Background: an optimization exercise with open tools, aiming at small area and a short achievable clock period. Do not read the settings as production practice. Where RTL was checked, it was by simulation tests only, not by an equivalence proof against the original.

==> 11-23: inputs <==
==> flow/design.v (excerpt) <==
module mips_core_slice (
	input  wire             clk,
	input  wire             reset_i,
	input  wire             inst_valid_i,
	input  wire [31:0]      inst_i,
	input  wire [31:0]      pc_i,
	output logic            branch_valid_o,
	output logic            branch_taken_o,
	output logic [31:0]     branch_target_o,
	output logic            wb_valid_o,
	output logic [4:0]      wb_addr_o,
	output logic [31:0]     wb_data_o
);
Settings: LEC_CHECK=0, CAP_MARGIN=20, CORE_MARGIN=2, CORE_UTILIZATION=30, SETUP_SLACK_MARGIN=2.5, SLEW_MARGIN=20, TNS_END_PERCENT=5; clock period 6.0 ns.
run.sh (not shown) runs the stock make flow with config.mk's settings and CLKGATE_MAP_FILE= SYNTH_SCRIPT=/design/flow/synth_recipe.tcl, a recipe that flattens the netlist after the stock synthesis.
==> 03-11 (differences from 11-23) <==
--- a/flow/design.v
+++ b/flow/design.v
@@ -93,11 +93,10 @@
 	logic        x_shift;        
 	logic        x_left;         
 	logic        x_sra;          
 	logic        x_br_j;         
 	logic        x_br_eq;        
-	logic [7:0]  x_ne;           
 	logic        e_we;
 	logic [4:0]  e_dest;
 	logic [31:0] e_data;
 	logic [31:1][31:0] regs;
 	logic [31:0] bx;
@@ -238,12 +237,10 @@
 		x_shift <= d_shift;
 		x_left <= d_left;
 		x_sra <= d_sra;
 		x_br_j <= opcode == 6'h02;
 		x_br_eq <= opcode == 6'h04;
-		for (int j = 0; j < 8; j++)
-			x_ne[j] <= d_a[4*j +: 4] != d_b[4*j +: 4];
 		branch_target_o <= d_tgt;
 		e_dest <= x_dest;
 		e_data <= alu_res;
 		wb_addr_o <= e_dest;
 		wb_data_o <= e_data;
@@ -253,8 +250,8 @@
 	always_ff @(posedge clk) begin
 		for (int i = 1; i < 32; i++)
 			if (reset_i || (x_we && x_dest == i[4:0]))
 				regs[i] <= w_data;
 	end
-	assign branch_taken_o = x_br_j | (x_br_eq ^ (|x_ne));
+	assign branch_taken_o = x_br_j | (x_br_eq ~^ (x_a == x_b));
 endmodule
 `default_nettype wire
Settings changed: CORE_UTILIZATION 30 to 40, SETUP_SLACK_MARGIN 2.5 to default, TNS_END_PERCENT 5 to default.
==> 01-12 (differences from 11-23) <==
--- a/flow/design.v
+++ b/flow/design.v
@@ -81,12 +81,14 @@
 	assign shamt  = inst_i[10:6];
 	assign funct  = inst_i[5:0];
 	assign imm16  = inst_i[15:0];
 	logic        x_we;           
 	logic [4:0]  x_dest;
-	logic [31:0] x_a, x_b;
-	logic [4:0]  x_sh;
+	logic [31:0] x_a;            
+	logic [31:0] x_bx;           
+	logic [4:0]  x_sh;           
+	logic [4:0]  x_rot;          
 	logic [3:0]  x_lut;          
 	logic        x_arith;        
 	logic        x_sub;          
 	logic        x_slt;          
 	logic        x_signed;       
@@ -98,38 +100,58 @@
 	logic [7:0]  x_ne;           
 	logic        e_we;
 	logic [4:0]  e_dest;
 	logic [31:0] e_data;
 	logic [31:1][31:0] regs;
-	logic [31:0] bx;
-	logic [32:0] sum;
-	logic [31:0] carry;
+	logic [31:0] p, g;
+	logic [31:0] carry;          
+	logic        cout;
 	logic [31:0] lut_res;
-	logic [31:0] sh_in, sh_out, sh_res;
-	logic [63:0] sh_wide;
+	logic [31:0] sh_res;
 	logic        lt;
 	logic [31:0] alu_res;
-	assign bx    = x_b ^ {32{x_sub}};
-	assign sum   = {1'b0, x_a} + {1'b0, bx} + {32'd0, x_sub};
-	assign carry = sum[31:0] ^ x_a ^ bx;
+	assign p = x_a ^ x_bx;
+	assign g = x_a & x_bx;
+	logic [31:0] pg_g [6];
+	logic [31:0] pg_p [6];
+	always_comb begin
+		pg_g[0] = g;
+		pg_p[0] = p;
+		pg_g[0][0] = g[0] | (p[0] & x_sub);
+		for (int l = 0; l < 5; l++) begin
+			for (int i = 0; i < 32; i++) begin
+				if (i >= (1 << l)) begin
+					pg_g[l+1][i] = pg_g[l][i] | (pg_p[l][i] & pg_g[l][i - (1 << l)]);
+					pg_p[l+1][i] = pg_p[l][i] & pg_p[l][i - (1 << l)];
+				end else begin
+					pg_g[l+1][i] = pg_g[l][i];
+					pg_p[l+1][i] = pg_p[l][i];
+				end
+			end
+		end
+	end
+	assign carry = {pg_g[5][30:0], x_sub};
+	assign cout  = pg_g[5][31];
 	always_comb begin
 		for (int i = 0; i < 32; i++)
-			lut_res[i] = x_lut[{x_a[i], x_b[i]}];
-	end
-	assign lt = x_signed ? ((x_a[31] ^ x_b[31]) ? x_a[31] : sum[31]) : ~sum[32];
+			lut_res[i] = x_lut[{x_a[i], x_bx[i]}];
+	end
+	assign lt = x_signed ? ((x_a[31] ^ x_bx[31]) ? p[31] ^ carry[31] : x_a[31]) : ~cout;
+	logic [63:0] rot_wide;
+	logic [31:0] rot, sh_mask;
+	logic        sh_fill;
+	assign rot_wide = {x_bx, x_bx} >> x_rot;
+	assign rot = rot_wide[31:0];
 	always_comb begin
 		for (int i = 0; i < 32; i++)
-			sh_in[i] = x_left ? x_b[31-i] : x_b[i];
-	end
-	assign sh_wide = {{32{x_sra & x_b[31]}}, sh_in} >> x_sh;
-	always_comb begin
-		for (int i = 0; i < 32; i++)
-			sh_out[i] = x_left ? sh_wide[31-i] : sh_wide[i];
-	end
-	assign sh_res = sh_out & {32{x_shift}};
-	assign alu_res = (lut_res ^ (carry & {32{x_arith}})) | sh_res |
-		{31'd0, x_slt & lt};
+			sh_mask[i] = x_left ? (5'(i) >= x_sh) : ({1'b0, 5'(i)} + {1'b0, x_sh} < 6'd32);
+	end
+	assign sh_fill = x_sra & x_bx[31];
+	assign sh_res = ((rot & sh_mask) | ({32{sh_fill}} & ~sh_mask)) & {32{x_shift}};
+	logic [31:0] res_n;
+	assign res_n = lut_res | sh_res;
+	assign alu_res = (res_n ^ (carry & {32{x_arith}})) | {31'd0, x_slt & lt};
 	logic [31:0] rs_oh, rt_oh;
 	logic [31:0] rf_rs, rf_rt;
 	assign rs_oh = 32'd1 << rs;
 	assign rt_oh = 32'd1 << rt;
 	always_comb begin
@@ -141,19 +163,18 @@
 		end
 	end
 	logic fwd_rs, fwd_rt;
 	assign fwd_rs = x_we && x_dest == rs;
 	assign fwd_rt = x_we && x_dest == rt;
-	logic        is_special, is_imm_sext, is_imm_zext;
+	logic        is_special, is_imm_sext, is_imm_zext, is_lui;
 	logic        d_we, d_br, d_arith, d_sub, d_slt, d_signed, d_shift, d_left, d_sra;
 	logic [3:0]  d_lut;
 	logic [4:0]  d_dest;
 	logic [31:0] d_a, d_b, d_tgt;
 	localparam logic [3:0] LUT_AND  = 4'b1000;
 	localparam logic [3:0] LUT_OR   = 4'b1110;
 	localparam logic [3:0] LUT_XOR  = 4'b0110;
-	localparam logic [3:0] LUT_XNOR = 4'b1001;
 	localparam logic [3:0] LUT_NOR  = 4'b0001;
 	localparam logic [3:0] LUT_B    = 4'b1010;
 	assign is_special = opcode == 6'h00;
 	always_comb begin
 		d_we = 1'b0;
@@ -165,19 +186,20 @@
 		d_shift = 1'b0;
 		d_left = 1'b0;
 		d_sra = 1'b0;
 		is_imm_sext = 1'b0;
 		is_imm_zext = 1'b0;
+		is_lui = 1'b0;
 		case (opcode)
 			6'h00: begin
 				d_we = 1'b1;
 				case (funct)
 					6'h00: begin d_shift = 1'b1; d_left = 1'b1; end
 					6'h02: d_shift = 1'b1;
 					6'h03: begin d_shift = 1'b1; d_sra = 1'b1; end
 					6'h21: begin d_arith = 1'b1; d_lut = LUT_XOR; end
-					6'h23: begin d_arith = 1'b1; d_lut = LUT_XNOR; d_sub = 1'b1; end
+					6'h23: begin d_arith = 1'b1; d_lut = LUT_XOR; d_sub = 1'b1; end
 					6'h24: d_lut = LUT_AND;
 					6'h25: d_lut = LUT_OR;
 					6'h26: d_lut = LUT_XOR;
 					6'h27: d_lut = LUT_NOR;
 					6'h2a: begin d_slt = 1'b1; d_sub = 1'b1; d_signed = 1'b1; end
@@ -189,11 +211,11 @@
 			6'h0a: begin d_we = 1'b1; is_imm_sext = 1'b1; d_slt = 1'b1; d_sub = 1'b1; d_signed = 1'b1; end
 			6'h0b: begin d_we = 1'b1; is_imm_sext = 1'b1; d_slt = 1'b1; d_sub = 1'b1; end
 			6'h0c: begin d_we = 1'b1; is_imm_zext = 1'b1; d_lut = LUT_AND; end
 			6'h0d: begin d_we = 1'b1; is_imm_zext = 1'b1; d_lut = LUT_OR; end
 			6'h0e: begin d_we = 1'b1; is_imm_zext = 1'b1; d_lut = LUT_XOR; end
-			6'h0f: begin d_we = 1'b1; d_lut = LUT_B; end
+			6'h0f: begin d_we = 1'b1; is_lui = 1'b1; d_lut = LUT_B; end
 			default: ;
 		endcase
 	end
 	assign d_dest = is_special ? rd : rt;
 	assign d_br = opcode == 6'h02 || opcode == 6'h04 || opcode == 6'h05;
@@ -201,19 +223,43 @@
 	always_comb begin
 		if (is_imm_sext)
 			d_b = {{16{imm16[15]}}, imm16};
 		else if (is_imm_zext)
 			d_b = {16'd0, imm16};
-		else if (opcode == 6'h0f)
+		else if (is_lui)
 			d_b = {imm16, 16'd0};
 		else if (fwd_rt)
 			d_b = alu_res;
 		else
 			d_b = rf_rt;
 	end
 	assign d_tgt = (opcode == 6'h02) ? {pc_i[31:28], inst_i[25:0], 2'b00} :
 		pc_i + {{14{imm16[15]}}, imm16, 2'b00};
+	logic [31:0] cmp_v, z1, z0, chk;
+	logic [7:0]  ne_alu, ne_rf, d_ne;
+	assign cmp_v = fwd_rs ? rf_rt : rf_rs;
+	always_comb begin
+		for (int i = 1; i < 32; i++) begin
+			z1[i] = x_arith ? p[i] ^ g[i-1] : res_n[i];
+			z0[i] = x_arith ? p[i] ^ (g[i-1] | p[i-1]) : res_n[i];
+		end
+		z1[0] = x_arith ? p[0] ^ x_sub : res_n[0] | (x_slt & lt);
+		z0[0] = z1[0];
+		chk[0] = ~(cmp_v[0] ^ z1[0]);
+		for (int i = 1; i < 32; i++)
+			chk[i] = ~(cmp_v[i] ^ (cmp_v[i-1] ? z1[i] : z0[i]));
+		for (int j = 0; j < 8; j++) begin
+			ne_alu[j] = ~&chk[4*j +: 4];
+			ne_rf[j] = rf_rs[4*j +: 4] != rf_rt[4*j +: 4];
+		end
+		if (fwd_rs && fwd_rt)
+			d_ne = 8'd0;
+		else if (fwd_rs || fwd_rt)
+			d_ne = ne_alu;
+		else
+			d_ne = ne_rf;
+	end
 	always_ff @(posedge clk) begin
 		if (reset_i) begin
 			x_we <= 1'b0;
 			branch_valid_o <= 1'b0;
 			e_we <= 1'b0;
@@ -226,24 +272,24 @@
 		end
 	end
 	always_ff @(posedge clk) begin
 		x_dest <= d_dest;
 		x_a <= d_a;
-		x_b <= d_b;
+		x_bx <= d_b ^ {32{d_sub}};
 		x_sh <= shamt;
+		x_rot <= d_left ? 5'd0 - shamt : shamt;
 		x_lut <= d_lut;
 		x_arith <= d_arith;
 		x_sub <= d_sub;
 		x_slt <= d_slt;
 		x_signed <= d_signed;
 		x_shift <= d_shift;
 		x_left <= d_left;
 		x_sra <= d_sra;
 		x_br_j <= opcode == 6'h02;
 		x_br_eq <= opcode == 6'h04;
-		for (int j = 0; j < 8; j++)
-			x_ne[j] <= d_a[4*j +: 4] != d_b[4*j +: 4];
+		x_ne <= d_ne;
 		branch_target_o <= d_tgt;
 		e_dest <= x_dest;
 		e_data <= alu_res;
 		wb_addr_o <= e_dest;
 		wb_data_o <= e_data;
==> results.py <==
metrics = {
    "outcome": {
        "status": "timing/DRC/antenna clean",
    },
    "sta": {
        "fin_worst_skew_ns": 0.0489,
        "fin_crit_sh_pct": 72.5,
    },
    "worst_setup_path": {
        "critical_path_cell_count": 5,
        "ff2ff_path_depth": 15,
    },
    "layout": {
        "multi_input_area_sq_um": 23600,
        "nNonClkInverters": 50,
    },
    "routing": {
        "via_count": 51649,
    },
    "global_route": {
        "antenna_found_initial": 13,
    },
    "yosys": {
        "synth.mux.area_fraction_pct": 4.88,
    },
}
The numbers above come from 11-23.

==> results.py <==
metrics = {
    "yosys": {
        "synth.mux.area_fraction_pct": 4.93,
    },
    "worst_setup_path": {
        "critical_path_cell_count": 7,
        "critPathTopFamily": "simple AND/OR/NAND/NOR gates",
    },
    "sta": {
        "fin_worst_skew_ns": 0.0623,
    },
    "routing": {
        "via_count": 49167,
    },
    "layout": {
        "nNonClkInverters": 51,
        "multi_input_area_sq_um": 21600,
    },
    "outcome": {
        "status": "timing/DRC/antenna clean",
    },
    "global_route": {
        "antenna_found_initial": 17,
    },
}
The numbers above come from 03-11.

==> results.py <==
metrics = {
    "sta": {
        "fin_crit_sh_pct": 63.3,
    },
    "worst_setup_path": {
        "critical_path_cell_count": 13,
        "ff2ff_path_depth": 11,
    },
    "outcome": {
        "status": "timing/DRC/antenna clean",
    },
    "layout": {
        "multi_input_area_sq_um": 28600,
    },
    "global_route": {
        "antenna_found_initial": 26,
    },
}
The numbers above come from 01-12.

The RTL of 11-23 and 03-11 was laid out without a check of its function.

## afterwards: timing with drivers on the ports
The flow's constraints put no driver on any port. The routed layouts listed below were extracted and timed again, unchanged, in two steps.
Step 1 sets driving cells, clkbuf_16 on the clock port and buf_2 on the other inputs (assumed; they add their load-dependent delay and slew).
Step 2 times the ports against the registers' clock, not the clock port: input delays grow and output delays shrink by t, the midpoint of the rising clock arrivals with the driver on.
Slacks: ideal ports / drivers / drivers and shift; pairs: ideal ports / drivers.
run | shift t [ns] | setup WS [ns] | worst setup path at the end | worst data-port slew with drivers (ns) | pins driven straight from the clock port
11-23 | 0.865 | 1.650 / 1.564 / 1.106 | input to register | 0.12 | 1
03-11 | 0.869 | 0.787 / 0.709 / 0.534 | input to register | 0.08 | 1
01-12 | 0.889 | 2.204 / 2.195 / 1.305 | input to register | 0.09 | 1
After both steps every run listed still meets setup and hold. The setup slack of 01-12, which loses most, moves by -0.009 ns with the drivers and by -0.899 ns with both steps.
